From an optimization exercise on the open Yosys and OpenROAD flow, aimed at small area, a short achievable clock period and few clock cycles per item; shortcuts taken in it are not production practice.
Only simulation tests tie the RTL to the original design; equivalence was not proved.
No activity file was given, so power comes from the tool's default toggle rates.

==> inputs of 03-06 <==
==> flow/design.v <==
module hs_npu_cmd_scheduler #(
  parameter int unsigned NUM_CORES = 4,
  parameter int unsigned CMD_WIDTH = 256,
  parameter int unsigned CMD_DEPTH = 8,
  parameter int unsigned CNT_W     = $clog2(CMD_DEPTH + 1)
) (
  input  logic                  clk,
  input  logic                  rst_n,
  input  logic                  cmd_valid_i,
  output logic                  cmd_ready_o,
  input  logic [CMD_WIDTH-1:0]  cmd_data_i,
  input  logic                  cmd_barrier_i,
  input  logic                  flush_i,
  output logic [NUM_CORES-1:0]  core_exec_valid_o,
  input  logic [NUM_CORES-1:0]  core_exec_ready_i,
  output logic [CMD_WIDTH-1:0]  core_cmd_o,
  input  logic [NUM_CORES-1:0]  core_done_i,
  output logic [NUM_CORES-1:0]  core_busy_o,
  output logic [CNT_W-1:0]      queue_count_o,
  output logic [31:0]           completed_count_o,
  output logic                  idle_o,
  output logic                  err_o
);
  localparam int unsigned SLICES = 4;
  localparam int unsigned SW     = CMD_WIDTH / SLICES;
  logic [CMD_WIDTH-1:0] mem     [CMD_DEPTH];
  logic [CMD_DEPTH-1:0] mem_bar;
  logic [CMD_DEPTH-1:0] rd_oh, wr_oh, rd_inc, rd_inc2, wr_nx;
  logic [CNT_W-1:0]     count, count_nx;
  logic [NUM_CORES-1:0] busy, busy_nx, free_nx, done_busy, valid, valid_nx, pick0, pick1;
  logic                 full, full_nx, push, hs, any_valid, idle_q;
  logic                 ge1, ge2, ge3;           
  logic                 fr1, fr2;                
  logic                 free1, free2, free_all, done1, done2;
  logic                 bar0, bar1, bar2, bar0_nx, bar1_nx, off0, off1;
  logic [CMD_WIDTH-1:0] ocmd, ocmd_nx;
  logic [31:0]          done_cnt;
  assign push = cmd_valid_i & ~full & ~flush_i;
  assign cmd_ready_o       = ~full & ~flush_i;
  assign core_busy_o       = busy;
  assign queue_count_o     = count;
  assign idle_o            = idle_q;
  assign core_exec_valid_o = valid;
  assign core_cmd_o        = ocmd;
  assign any_valid = (valid != '0);
  assign hs        = |(valid & core_exec_ready_i);
  assign rd_inc  = {rd_oh[CMD_DEPTH-2:0], rd_oh[CMD_DEPTH-1]};
  assign rd_inc2 = {rd_inc[CMD_DEPTH-2:0], rd_inc[CMD_DEPTH-1]};
  always_comb begin
    if (flush_i) begin
      count_nx = (any_valid && !hs) ? CNT_W'(1) : '0;
      wr_nx    = any_valid ? rd_inc : rd_oh;
    end else begin
      count_nx = count + CNT_W'(push) - CNT_W'(hs);
      wr_nx    = push ? {wr_oh[CMD_DEPTH-2:0], wr_oh[CMD_DEPTH-1]} : wr_oh;
    end
  end
  assign full_nx = ~flush_i & ~hs & ((count == CNT_W'(CMD_DEPTH)) |
                                     ((count == CNT_W'(CMD_DEPTH - 1)) & cmd_valid_i));
  assign busy_nx = (busy & ~core_done_i) | (valid & core_exec_ready_i);
  assign free_nx   = ~busy | core_done_i;
  assign done_busy = core_done_i & busy;
  assign done1     = |done_busy;
  always_comb begin
    done2 = 1'b0;
    for (int i = 0; i < int'(NUM_CORES); i++)
      for (int j = i + 1; j < int'(NUM_CORES); j++)
        done2 = done2 | (done_busy[i] & done_busy[j]);
  end
  logic fr2_nx;
  always_comb begin
    fr2_nx = 1'b0;
    for (int i = 0; i < int'(NUM_CORES); i++)
      for (int j = i + 1; j < int'(NUM_CORES); j++)
        fr2_nx = fr2_nx | (~busy_nx[i] & ~busy_nx[j]);
  end
  assign free1    = fr1 | done1;
  assign free2    = fr2 | (fr1 & done1) | done2;
  assign free_all = ~|(busy & ~core_done_i);
  always_comb begin
    bar2 = 1'b0;
    for (int i = 0; i < int'(CMD_DEPTH); i++) bar2 = bar2 | (mem_bar[i] & rd_inc2[i]);
  end
  assign bar0_nx = hs ? (ge2 ? bar1 : cmd_barrier_i) : (ge1 ? bar0 : cmd_barrier_i);
  assign bar1_nx = hs ? (ge3 ? bar2 : cmd_barrier_i) : (ge2 ? bar1 : cmd_barrier_i);
  assign off0 = ((hb0 & free_all) | (nb0 & free1)) & (~flush_i | any_valid);
  assign off1 = nb1 & free2 & ~flush_i;
  always_comb begin
    pick0 = '0;
    pick1 = '0;
    for (int i = int'(NUM_CORES) - 1; i >= 0; i--) begin
      if (free_nx[i]) pick0 = NUM_CORES'(1) << i;
      if (free_nx[i] && !valid[i]) pick1 = NUM_CORES'(1) << i;
    end
  end
  assign valid_nx = hs ? (off1 ? pick1 : '0) : (any_valid ? valid : (off0 ? pick0 : '0));
  logic [CMD_DEPTH-1:0] rd_pk, rd_pk_nx, rd_nx;
  assign rd_nx    = hs ? rd_inc : rd_oh;
  assign rd_pk_nx = (valid_nx != '0) ? {rd_nx[CMD_DEPTH-2:0], rd_nx[CMD_DEPTH-1]} : rd_nx;
  for (genvar g = 0; g < int'(SLICES); g++) begin : g_sel
    logic [CMD_DEPTH*SW-1:0] d;
    always_comb begin
      for (int i = 0; i < int'(CMD_DEPTH); i++) d[i*SW +: SW] = mem[i][g*SW +: SW];
    end
    hs_npu_cmd_sel #(.W(SW), .N(CMD_DEPTH)) u_sel (
      .d_i     (d),
      .pk_i    (rd_pk),
      .cur_i   (ocmd[g*SW +: SW]),
      .up_i    (any_valid),
      .off0_i  (off0),
      .off1_i  (off1),
      .hs_i    (hs),
      .rst_ni  (rst_n),
      .q_o     (ocmd_nx[g*SW +: SW])
    );
  end
  always_ff @(posedge clk) ocmd <= ocmd_nx;
  always_ff @(posedge clk) begin
    if (!rst_n) begin
      rd_oh  <= CMD_DEPTH'(1);
      rd_pk  <= CMD_DEPTH'(1);
      wr_oh  <= CMD_DEPTH'(1);
      count  <= '0;
      full   <= 1'b0;
      ge1    <= 1'b0;
      ge2    <= 1'b0;
      ge3    <= 1'b0;
      fr1    <= 1'b1;
      fr2    <= 1'b1;
      valid  <= '0;
      idle_q <= 1'b1;
    end else begin
      rd_oh  <= rd_nx;
      rd_pk  <= rd_pk_nx;
      wr_oh  <= wr_nx;
      count  <= count_nx;
      full   <= full_nx;
      ge1    <= ge1_nx;
      ge2    <= ge2_nx;
      ge3    <= ge3_nx;
      fr1    <= ~&busy_nx;
      fr2    <= fr2_nx;
      valid  <= valid_nx;
      idle_q <= ~ge1_nx & (busy_nx == '0);
    end
  end
  logic hb0, nb0, nb1, ge1_nx, ge2_nx;
  logic up, dn, ge3_nx, ge4;
  assign ge4    = (count >= CNT_W'(4));
  assign up     = push & ~hs;
  assign dn     = hs & ~push;
  assign ge1_nx = flush_i ? (any_valid & ~hs) : (up | (dn ? ge2 : ge1));
  assign ge2_nx = ~flush_i & (up ? ge1 : (dn ? ge3 : ge2));
  assign ge3_nx = ~flush_i & (up ? ge2 : (dn ? ge4 : ge3));
  always_ff @(posedge clk) begin
    bar0 <= bar0_nx;
    bar1 <= bar1_nx;
    if (!rst_n) begin
      hb0 <= 1'b0;
      nb0 <= 1'b0;
      nb1 <= 1'b0;
    end else begin
      hb0 <= ge1_nx & bar0_nx;
      nb0 <= ge1_nx & ~bar0_nx;
      nb1 <= ge2_nx & ~bar1_nx;
    end
  end
  always_ff @(posedge clk) begin
    for (int i = 0; i < int'(CMD_DEPTH); i++) begin
      if (wr_oh[i] && !full) begin
        mem[i]     <= cmd_data_i;
        mem_bar[i] <= cmd_barrier_i;
      end
    end
  end
  always_comb begin
    done_cnt = '0;
    for (int k = 0; k < int'(NUM_CORES); k++) begin
      done_cnt = done_cnt + 32'(done_busy[k]);
    end
  end
  localparam int unsigned LOW_W = 3;
  logic [LOW_W:0]       cnt_low;
  logic [31-LOW_W:0]    cnt_high, cnt_high_inc;
  logic [NUM_CORES-1:0] th, th_nx, dn_ge;
  logic                 carry;
  assign cnt_low      = {1'b0, completed_count_o[LOW_W-1:0]} + done_cnt[LOW_W:0];
  assign cnt_high_inc = completed_count_o[31:LOW_W] + 1'b1;
  always_comb begin
    for (int k = 1; k <= int'(NUM_CORES); k++)
      th_nx[k-1] = ({1'b0, cnt_low[LOW_W-1:0]} >= (LOW_W+1)'((1 << LOW_W) - k));
  end
  assign dn_ge[0] = |done_busy;
  assign dn_ge[1] = (done_busy[0] & done_busy[1]) | (done_busy[2] & done_busy[3]) |
                    ((done_busy[0] | done_busy[1]) & (done_busy[2] | done_busy[3]));
  assign dn_ge[2] = (done_busy[0] & done_busy[1] & (done_busy[2] | done_busy[3])) |
                    (done_busy[2] & done_busy[3] & (done_busy[0] | done_busy[1]));
  assign dn_ge[3] = &done_busy;
  assign carry    = |(th & dn_ge);
  assign cnt_high = carry ? cnt_high_inc : completed_count_o[31:LOW_W];
  always_ff @(posedge clk) begin
    if (!rst_n) begin
      busy              <= '0;
      completed_count_o <= '0;
      th                <= '0;
      err_o             <= 1'b0;
    end else begin
      busy              <= busy_nx;
      completed_count_o <= {cnt_high, cnt_low[LOW_W-1:0]};
      th                <= th_nx;
      if (|(core_done_i & ~busy)) err_o <= 1'b1;
    end
  end
endmodule
module hs_npu_cmd_sel #(
  parameter int unsigned W = 64,
  parameter int unsigned N = 8
) (
  input  logic [N*W-1:0] d_i,
  input  logic [N-1:0]   pk_i,
  input  logic [W-1:0]   cur_i,
  input  logic           up_i,
  input  logic           off0_i,
  input  logic           off1_i,
  input  logic           hs_i,
  input  logic           rst_ni,
  output logic [W-1:0]   q_o
);
  logic [W-1:0] pk_d;
  logic         load, keep;
  always_comb begin
    pk_d = '0;
    for (int i = 0; i < int'(N); i++) pk_d = pk_d | (d_i[i*W +: W] & {W{pk_i[i]}});
  end
  assign load = rst_ni & (hs_i ? off1_i : (~up_i & off0_i));
  assign keep = rst_ni & ~hs_i & up_i;
  assign q_o  = (pk_d & {W{load}}) | (cur_i & {W{keep}});
endmodule
==> flow/flow/run.sh <==
#!/bin/bash
# The standard layout, with a plain buf_4 in place of the default port buffer
# cell (every input and output port still gets its own buffer).
set -euo pipefail
export BUFFER_PORTS_ARGS="-buffer_cell sky130_fd_sc_hd__buf_4"
bash standard.sh > standard.log 2>&1
==> flow/standard.sh <==
#!/bin/bash
# synth_recipe.tcl (not shown) runs the flow's synth.tcl, then flattens the netlist and writes it again
# the make line also repeats each setting of config.mk as NAME=value (left out here)
make -C /OpenROAD-flow-scripts/flow DESIGN_CONFIG=/design/flow/config.mk WORK_HOME=/design/flow/orfs CLKGATE_MAP_FILE= SYNTH_SCRIPT=/design/flow/synth_recipe.tcl "${@:-finish}"
==> flow/config.mk <==
export PLATFORM = sky130hd
export DESIGN_NAME = hs_npu_cmd_scheduler
export DESIGN_NICKNAME = hs_npu_cmd_scheduler
export VERILOG_FILES = /design/flow/design.v
export SDC_FILE = /design/flow/constraint.sdc
export NUM_CORES = 4
export LEC_CHECK = 0
export CAP_MARGIN = 20
export CORE_MARGIN = 2
export CORE_UTILIZATION = 40
export CTS_CLUSTER_DIAMETER = 60
export CTS_CLUSTER_SIZE = 30
export SETUP_SLACK_MARGIN = 2.3
export SLEW_MARGIN = 30
export SYNTH_HIERARCHICAL = 1
==> flow/constraint.sdc <==
create_clock -name core_clock -period 4.5 [get_ports {clk}]
set_input_delay 0.9000 -clock core_clock [delete_from_list [all_inputs] [get_ports {clk}]]
set_output_delay 0.9000 -clock core_clock [all_outputs]
set_load 0.01 [all_outputs]
==> 09-26 (differences from 03-06) <==
==> flow/design.v, changed modules only <==
module hs_npu_cmd_scheduler #(
  parameter int unsigned NUM_CORES = 4,
  parameter int unsigned CMD_WIDTH = 256,
  parameter int unsigned CMD_DEPTH = 8,
  parameter int unsigned CNT_W     = $clog2(CMD_DEPTH + 1)
) (
  input  logic                  clk,
  input  logic                  rst_n,
  input  logic                  cmd_valid_i,
  output logic                  cmd_ready_o,
  input  logic [CMD_WIDTH-1:0]  cmd_data_i,
  input  logic                  cmd_barrier_i,
  input  logic                  flush_i,
  output logic [NUM_CORES-1:0]  core_exec_valid_o,
  input  logic [NUM_CORES-1:0]  core_exec_ready_i,
  output logic [CMD_WIDTH-1:0]  core_cmd_o,
  input  logic [NUM_CORES-1:0]  core_done_i,
  output logic [NUM_CORES-1:0]  core_busy_o,
  output logic [CNT_W-1:0]      queue_count_o,
  output logic [31:0]           completed_count_o,
  output logic                  idle_o,
  output logic                  err_o
);
  localparam int unsigned SLICES = 4;
  localparam int unsigned SW     = CMD_WIDTH / SLICES;
  logic [CMD_WIDTH-1:0] mem     [CMD_DEPTH];
  logic [CMD_DEPTH-1:0] mem_bar;
  logic [CMD_DEPTH-1:0] rd_oh, wr_oh, rd_inc, rd_inc2, wr_nx;
  logic [CNT_W-1:0]     count, count_nx;
  logic [NUM_CORES-1:0] busy, busy_nx, free_nx, done_busy, valid, valid_nx, pick0, pick1;
  logic                 full, full_nx, push, hs, any_valid, idle_q;
  logic                 ge1, ge2, ge3;           
  logic                 fr1, fr2;                
  logic                 free1, free2, free_all, done1, done2;
  logic                 bar0, bar1, bar2, bar0_nx, bar1_nx, off0, off1;
  logic [CMD_WIDTH-1:0] ocmd, ocmd_nx;
  logic [31:0]          done_cnt;
  assign push = cmd_valid_i & ~full & ~flush_i;
  assign cmd_ready_o       = ~full & ~flush_i;
  assign core_busy_o       = busy;
  assign queue_count_o     = count;
  assign idle_o            = idle_q;
  assign core_exec_valid_o = valid;
  assign core_cmd_o        = ocmd;
  assign any_valid = (valid != '0);
  assign hs        = |(valid & core_exec_ready_i);
  assign rd_inc  = {rd_oh[CMD_DEPTH-2:0], rd_oh[CMD_DEPTH-1]};
  assign rd_inc2 = {rd_inc[CMD_DEPTH-2:0], rd_inc[CMD_DEPTH-1]};
  always_comb begin
    if (flush_i) begin
      count_nx = (any_valid && !hs) ? CNT_W'(1) : '0;
      wr_nx    = any_valid ? rd_inc : rd_oh;
    end else begin
      count_nx = count + CNT_W'(push) - CNT_W'(hs);
      wr_nx    = push ? {wr_oh[CMD_DEPTH-2:0], wr_oh[CMD_DEPTH-1]} : wr_oh;
    end
  end
  assign full_nx = ~flush_i & ~hs & ((count == CNT_W'(CMD_DEPTH)) |
                                     ((count == CNT_W'(CMD_DEPTH - 1)) & cmd_valid_i));
  assign busy_nx = (busy & ~core_done_i) | (valid & core_exec_ready_i);
  assign free_nx   = ~busy | core_done_i;
  assign done_busy = core_done_i & busy;
  assign done1     = |done_busy;
  always_comb begin
    done2 = 1'b0;
    for (int i = 0; i < int'(NUM_CORES); i++)
      for (int j = i + 1; j < int'(NUM_CORES); j++)
        done2 = done2 | (done_busy[i] & done_busy[j]);
  end
  logic fr2_nx;
  always_comb begin
    fr2_nx = 1'b0;
    for (int i = 0; i < int'(NUM_CORES); i++)
      for (int j = i + 1; j < int'(NUM_CORES); j++)
        fr2_nx = fr2_nx | (~busy_nx[i] & ~busy_nx[j]);
  end
  assign free1    = fr1 | done1;
  assign free2    = fr2 | (fr1 & done1) | done2;
  assign free_all = ~|(busy & ~core_done_i);
  always_comb begin
    bar2 = 1'b0;
    for (int i = 0; i < int'(CMD_DEPTH); i++) bar2 = bar2 | (mem_bar[i] & rd_inc2[i]);
  end
  assign bar0_nx = hs ? (ge2 ? bar1 : cmd_barrier_i) : (ge1 ? bar0 : cmd_barrier_i);
  assign bar1_nx = hs ? (ge3 ? bar2 : cmd_barrier_i) : (ge2 ? bar1 : cmd_barrier_i);
  assign off0 = ge1 & (bar0 ? free_all : free1) & (~flush_i | any_valid);
  assign off1 = ge2 & ~bar1 & free2 & ~flush_i;
  always_comb begin
    pick0 = '0;
    pick1 = '0;
    for (int i = int'(NUM_CORES) - 1; i >= 0; i--) begin
      if (free_nx[i]) pick0 = NUM_CORES'(1) << i;
      if (free_nx[i] && !valid[i]) pick1 = NUM_CORES'(1) << i;
    end
  end
  assign valid_nx = hs ? (off1 ? pick1 : '0) : (any_valid ? valid : (off0 ? pick0 : '0));
  for (genvar g = 0; g < int'(SLICES); g++) begin : g_sel
    logic [CMD_DEPTH*SW-1:0] d;
    always_comb begin
      for (int i = 0; i < int'(CMD_DEPTH); i++) d[i*SW +: SW] = mem[i][g*SW +: SW];
    end
    hs_npu_cmd_sel #(.W(SW), .N(CMD_DEPTH)) u_sel (
      .d_i     (d),
      .rd_i    (rd_oh),
      .off0_i  (off0),
      .off1_i  (off1),
      .hs_i    (hs),
      .rst_ni  (rst_n),
      .q_o     (ocmd_nx[g*SW +: SW])
    );
  end
  always_ff @(posedge clk) ocmd <= ocmd_nx;
  always_ff @(posedge clk) begin
    if (!rst_n) begin
      rd_oh  <= CMD_DEPTH'(1);
      wr_oh  <= CMD_DEPTH'(1);
      count  <= '0;
      full   <= 1'b0;
      ge1    <= 1'b0;
      ge2    <= 1'b0;
      ge3    <= 1'b0;
      fr1    <= 1'b1;
      fr2    <= 1'b1;
      valid  <= '0;
      idle_q <= 1'b1;
    end else begin
      rd_oh  <= hs ? rd_inc : rd_oh;
      wr_oh  <= wr_nx;
      count  <= count_nx;
      full   <= full_nx;
      ge1    <= (count_nx >= CNT_W'(1));
      ge2    <= (count_nx >= CNT_W'(2));
      ge3    <= (count_nx >= CNT_W'(3));
      fr1    <= ~&busy_nx;
      fr2    <= fr2_nx;
      valid  <= valid_nx;
      idle_q <= (count_nx == '0) & (busy_nx == '0);
    end
  end
  always_ff @(posedge clk) begin
    bar0 <= bar0_nx;
    bar1 <= bar1_nx;
  end
  always_ff @(posedge clk) begin
    for (int i = 0; i < int'(CMD_DEPTH); i++) begin
      if (wr_oh[i] && !full) begin
        mem[i]     <= cmd_data_i;
        mem_bar[i] <= cmd_barrier_i;
      end
    end
  end
  always_comb begin
    done_cnt = '0;
    for (int k = 0; k < int'(NUM_CORES); k++) begin
      done_cnt = done_cnt + 32'(done_busy[k]);
    end
  end
  always_ff @(posedge clk) begin
    if (!rst_n) begin
      busy              <= '0;
      completed_count_o <= '0;
      err_o             <= 1'b0;
    end else begin
      busy              <= busy_nx;
      completed_count_o <= completed_count_o + done_cnt;
      if (|(core_done_i & ~busy)) err_o <= 1'b1;
    end
  end
endmodule
module hs_npu_cmd_sel #(
  parameter int unsigned W = 64,
  parameter int unsigned N = 8
) (
  input  logic [N*W-1:0] d_i,
  input  logic [N-1:0]   rd_i,
  input  logic           off0_i,
  input  logic           off1_i,
  input  logic           hs_i,
  input  logic           rst_ni,
  output logic [W-1:0]   q_o
);
  logic [N-1:0] sel;
  always_comb begin
    for (int i = 0; i < int'(N); i++)
      sel[i] = rst_ni & (hs_i ? (off1_i & rd_i[(i + N - 1) % N]) : (off0_i & rd_i[i]));
    q_o = '0;
    for (int i = 0; i < int'(N); i++) q_o = q_o | (d_i[i*W +: W] & {W{sel[i]}});
  end
endmodule
==> flow/flow/run.sh (replaced) <==
#!/bin/bash
# The standard layout, with a plain buf_2 in place of the default port buffer
# cell (every input and output port still gets its own buffer).
set -euo pipefail
export BUFFER_PORTS_ARGS="-buffer_cell sky130_fd_sc_hd__buf_2"
bash standard.sh > standard.log 2>&1
Settings changed: SETUP_SLACK_MARGIN 2.3 to 1.8.
==> 05-25 (differences from 03-06) <==
==> flow/design.v, changed modules only <==
module hs_npu_cmd_scheduler #(
  parameter int unsigned NUM_CORES = 4,
  parameter int unsigned CMD_WIDTH = 256,
  parameter int unsigned CMD_DEPTH = 8,
  parameter int unsigned CNT_W     = $clog2(CMD_DEPTH + 1)
) (
  input  logic                  clk,
  input  logic                  rst_n,
  input  logic                  cmd_valid_i,
  output logic                  cmd_ready_o,
  input  logic [CMD_WIDTH-1:0]  cmd_data_i,
  input  logic                  cmd_barrier_i,
  input  logic                  flush_i,
  output logic [NUM_CORES-1:0]  core_exec_valid_o,
  input  logic [NUM_CORES-1:0]  core_exec_ready_i,
  output logic [CMD_WIDTH-1:0]  core_cmd_o,
  input  logic [NUM_CORES-1:0]  core_done_i,
  output logic [NUM_CORES-1:0]  core_busy_o,
  output logic [CNT_W-1:0]      queue_count_o,
  output logic [31:0]           completed_count_o,
  output logic                  idle_o,
  output logic                  err_o
);
  localparam int unsigned SLICES = 4;
  localparam int unsigned SW     = CMD_WIDTH / SLICES;
  logic [CMD_WIDTH-1:0] mem     [CMD_DEPTH];
  logic [CMD_DEPTH-1:0] mem_bar;
  logic [CMD_DEPTH-1:0] rd_oh, wr_oh, rd_inc, rd_inc2, wr_nx;
  logic [CNT_W-1:0]     count, count_nx;
  logic [NUM_CORES-1:0] busy, busy_nx, free_nx, done_busy, valid, valid_nx, pick0, pick1;
  logic                 full, full_nx, push, hs, any_valid, idle_q;
  logic                 ge1, ge2, ge3;           
  logic                 fr1, fr2;                
  logic                 free1, free2, free_all, done1, done2;
  logic                 bar0, bar1, bar2, bar0_nx, bar1_nx, off0, off1;
  logic [CMD_WIDTH-1:0] ocmd, ocmd_nx;
  logic [31:0]          done_cnt;
  assign push = cmd_valid_i & ~full & ~flush_i;
  assign cmd_ready_o       = ~full & ~flush_i;
  assign core_busy_o       = busy;
  assign queue_count_o     = count;
  assign idle_o            = idle_q;
  assign core_exec_valid_o = valid;
  assign core_cmd_o        = ocmd;
  assign any_valid = (valid != '0);
  assign hs        = |(valid & core_exec_ready_i);
  assign rd_inc  = {rd_oh[CMD_DEPTH-2:0], rd_oh[CMD_DEPTH-1]};
  assign rd_inc2 = {rd_inc[CMD_DEPTH-2:0], rd_inc[CMD_DEPTH-1]};
  always_comb begin
    if (flush_i) begin
      count_nx = (any_valid && !hs) ? CNT_W'(1) : '0;
      wr_nx    = any_valid ? rd_inc : rd_oh;
    end else begin
      count_nx = count + CNT_W'(push) - CNT_W'(hs);
      wr_nx    = push ? {wr_oh[CMD_DEPTH-2:0], wr_oh[CMD_DEPTH-1]} : wr_oh;
    end
  end
  assign full_nx = ~flush_i & ~hs & ((count == CNT_W'(CMD_DEPTH)) |
                                     ((count == CNT_W'(CMD_DEPTH - 1)) & cmd_valid_i));
  assign busy_nx = (busy & ~core_done_i) | (valid & core_exec_ready_i);
  assign free_nx   = ~busy | core_done_i;
  assign done_busy = core_done_i & busy;
  assign done1     = |done_busy;
  always_comb begin
    done2 = 1'b0;
    for (int i = 0; i < int'(NUM_CORES); i++)
      for (int j = i + 1; j < int'(NUM_CORES); j++)
        done2 = done2 | (done_busy[i] & done_busy[j]);
  end
  logic fr2_nx;
  always_comb begin
    fr2_nx = 1'b0;
    for (int i = 0; i < int'(NUM_CORES); i++)
      for (int j = i + 1; j < int'(NUM_CORES); j++)
        fr2_nx = fr2_nx | (~busy_nx[i] & ~busy_nx[j]);
  end
  assign free1    = fr1 | done1;
  assign free2    = fr2 | (fr1 & done1) | done2;
  assign free_all = ~|(busy & ~core_done_i);
  always_comb begin
    bar2 = 1'b0;
    for (int i = 0; i < int'(CMD_DEPTH); i++) bar2 = bar2 | (mem_bar[i] & rd_inc2[i]);
  end
  assign bar0_nx = hs ? (ge2 ? bar1 : cmd_barrier_i) : (ge1 ? bar0 : cmd_barrier_i);
  assign bar1_nx = hs ? (ge3 ? bar2 : cmd_barrier_i) : (ge2 ? bar1 : cmd_barrier_i);
  assign off0 = ge1 & (bar0 ? free_all : free1) & (~flush_i | any_valid);
  assign off1 = ge2 & ~bar1 & free2 & ~flush_i;
  always_comb begin
    pick0 = '0;
    pick1 = '0;
    for (int i = int'(NUM_CORES) - 1; i >= 0; i--) begin
      if (free_nx[i]) pick0 = NUM_CORES'(1) << i;
      if (free_nx[i] && !valid[i]) pick1 = NUM_CORES'(1) << i;
    end
  end
  assign valid_nx = hs ? (off1 ? pick1 : '0) : (any_valid ? valid : (off0 ? pick0 : '0));
  for (genvar g = 0; g < int'(SLICES); g++) begin : g_sel
    logic [CMD_DEPTH*SW-1:0] d;
    always_comb begin
      for (int i = 0; i < int'(CMD_DEPTH); i++) d[i*SW +: SW] = mem[i][g*SW +: SW];
    end
    hs_npu_cmd_sel #(.W(SW), .N(CMD_DEPTH)) u_sel (
      .d_i     (d),
      .rd_i    (rd_oh),
      .off0_i  (off0),
      .off1_i  (off1),
      .hs_i    (hs),
      .rst_ni  (rst_n),
      .q_o     (ocmd_nx[g*SW +: SW])
    );
  end
  always_ff @(posedge clk) ocmd <= ocmd_nx;
  always_ff @(posedge clk) begin
    if (!rst_n) begin
      rd_oh  <= CMD_DEPTH'(1);
      wr_oh  <= CMD_DEPTH'(1);
      count  <= '0;
      full   <= 1'b0;
      ge1    <= 1'b0;
      ge2    <= 1'b0;
      ge3    <= 1'b0;
      fr1    <= 1'b1;
      fr2    <= 1'b1;
      valid  <= '0;
      idle_q <= 1'b1;
    end else begin
      rd_oh  <= hs ? rd_inc : rd_oh;
      wr_oh  <= wr_nx;
      count  <= count_nx;
      full   <= full_nx;
      ge1    <= (count_nx >= CNT_W'(1));
      ge2    <= (count_nx >= CNT_W'(2));
      ge3    <= (count_nx >= CNT_W'(3));
      fr1    <= ~&busy_nx;
      fr2    <= fr2_nx;
      valid  <= valid_nx;
      idle_q <= (count_nx == '0) & (busy_nx == '0);
    end
  end
  always_ff @(posedge clk) begin
    bar0 <= bar0_nx;
    bar1 <= bar1_nx;
  end
  always_ff @(posedge clk) begin
    for (int i = 0; i < int'(CMD_DEPTH); i++) begin
      if (wr_oh[i] && !full) begin
        mem[i]     <= cmd_data_i;
        mem_bar[i] <= cmd_barrier_i;
      end
    end
  end
  always_comb begin
    done_cnt = '0;
    for (int k = 0; k < int'(NUM_CORES); k++) begin
      done_cnt = done_cnt + 32'(done_busy[k]);
    end
  end
  always_ff @(posedge clk) begin
    if (!rst_n) begin
      busy              <= '0;
      completed_count_o <= '0;
      err_o             <= 1'b0;
    end else begin
      busy              <= busy_nx;
      completed_count_o <= completed_count_o + done_cnt;
      if (|(core_done_i & ~busy)) err_o <= 1'b1;
    end
  end
endmodule
module hs_npu_cmd_sel #(
  parameter int unsigned W = 64,
  parameter int unsigned N = 8
) (
  input  logic [N*W-1:0] d_i,
  input  logic [N-1:0]   rd_i,
  input  logic           off0_i,
  input  logic           off1_i,
  input  logic           hs_i,
  input  logic           rst_ni,
  output logic [W-1:0]   q_o
);
  logic [N-1:0] sel;
  always_comb begin
    for (int i = 0; i < int'(N); i++)
      sel[i] = rst_ni & (hs_i ? (off1_i & rd_i[(i + N - 1) % N]) : (off0_i & rd_i[i]));
    q_o = '0;
    for (int i = 0; i < int'(N); i++) q_o = q_o | (d_i[i*W +: W] & {W{sel[i]}});
  end
endmodule
==> flow/run.sh (new file) <==
#!/bin/bash
# synth_recipe.tcl (not shown) runs the flow's synth.tcl, then flattens the netlist and writes it again
# the make line also repeats each setting of config.mk as NAME=value (left out here)
make -C /OpenROAD-flow-scripts/flow DESIGN_CONFIG=/design/flow/config.mk WORK_HOME=/design/flow/orfs CLKGATE_MAP_FILE= SYNTH_SCRIPT=/design/flow/synth_recipe.tcl finish
Settings changed: SETUP_SLACK_MARGIN 2.3 to 1.8.
removed: flow/flow/run.sh
removed: flow/standard.sh
==> summary.txt <==
| quantity | 09-26 | 05-25 | 03-06 |
|---|---|---|---|
| Total Routing Usage GR | 0.235 | 0.223 | 0.213 |
| Worst setup timing slack at the placement stage | 0.280 ns | 0.193 ns | 0.723 ns |
| Switching share of power | 0.237 | 0.235 | 0.232 |
| Min-Delay Path Depth | 1 | 2 | 1 |
| Vias in the first global route | 45600 | 44900 | 49200 |
| Setup skew after layout | 0.0476 ns | 0.0606 ns | 0.0466 ns |
| Final-layout non-clock buffer area share | 0.127 | 0.130 | 0.101 |
| Result of the run | timing/DRC/antenna clean | timing/DRC/antenna clean | timing/DRC/antenna clean |
| Time the final worst path needs with I/O delays and setup | 3.17 ns | 2.98 ns | 2.66 ns |
| Number of clock sinks | 2382 | 2382 | 2397 |
| Internal power of the cells | 33.3 mW | 33.1 mW | 33.2 mW |
| Clock network power | 15.9 mW | 15.6 mW | 15.8 mW |
| Final estimated routing congestion in global placement | 0.785 | 0.797 | 0.784 |
| Master of the slowest instance on the critical path | sky130_fd_sc_hd__a222oi_1 | sky130_fd_sc_hd__dfxtp_4 | sky130_fd_sc_hd__dfxtp_4 |
Testbench counts of 03-06, summed over its fixed seeds: cycles 4,434, items 2,400.
Testbench counts of 09-26, summed over its fixed seeds: cycles 4,434, items 2,400.
Testbench counts of 05-25, summed over its fixed seeds: cycles 4,434, items 2,400.

[static timing again, ports no longer ideal]
How much do the figures lean on ideal ports? The routed layouts below were timed once more, with nothing changed but the port constraints.
Step 1, drivers: a clkbuf_16 drives clk and a buf_2 each remaining input, both assumed.
Step 2 adds t to the input delays and takes it off the output delays; t is the mean of the earliest and latest rising clock arrival at the registers after step 1. Input paths then give back, and output paths get back, about the clock's delay inside the block.
Slacks: no drivers / after step 1 / after step 2; pairs: no drivers / after step 1.
run | t, ns | setup slack, ns | hold WS [ns] | worst data-port slew with drivers (ns) | pins driven straight from the clock port
03-06 | 0.902 | 1.837 / 1.837 / 1.108 | 0.283 / 0.230 / 0.481 | 0.18 | 1
09-26 | 0.909 | 1.334 / 1.334 / 0.692 | 0.317 / 0.254 / 0.453 | 0.20 | 1
05-25 | 0.943 | 1.523 / 1.523 / 0.655 | 0.449 / 0.449 / 0.449 | 0.22 | 1
After both steps every run listed still meets setup and hold. The setup slack of 05-25, which loses most, moves by 0.000 ns with the drivers and by -0.868 ns with both steps.
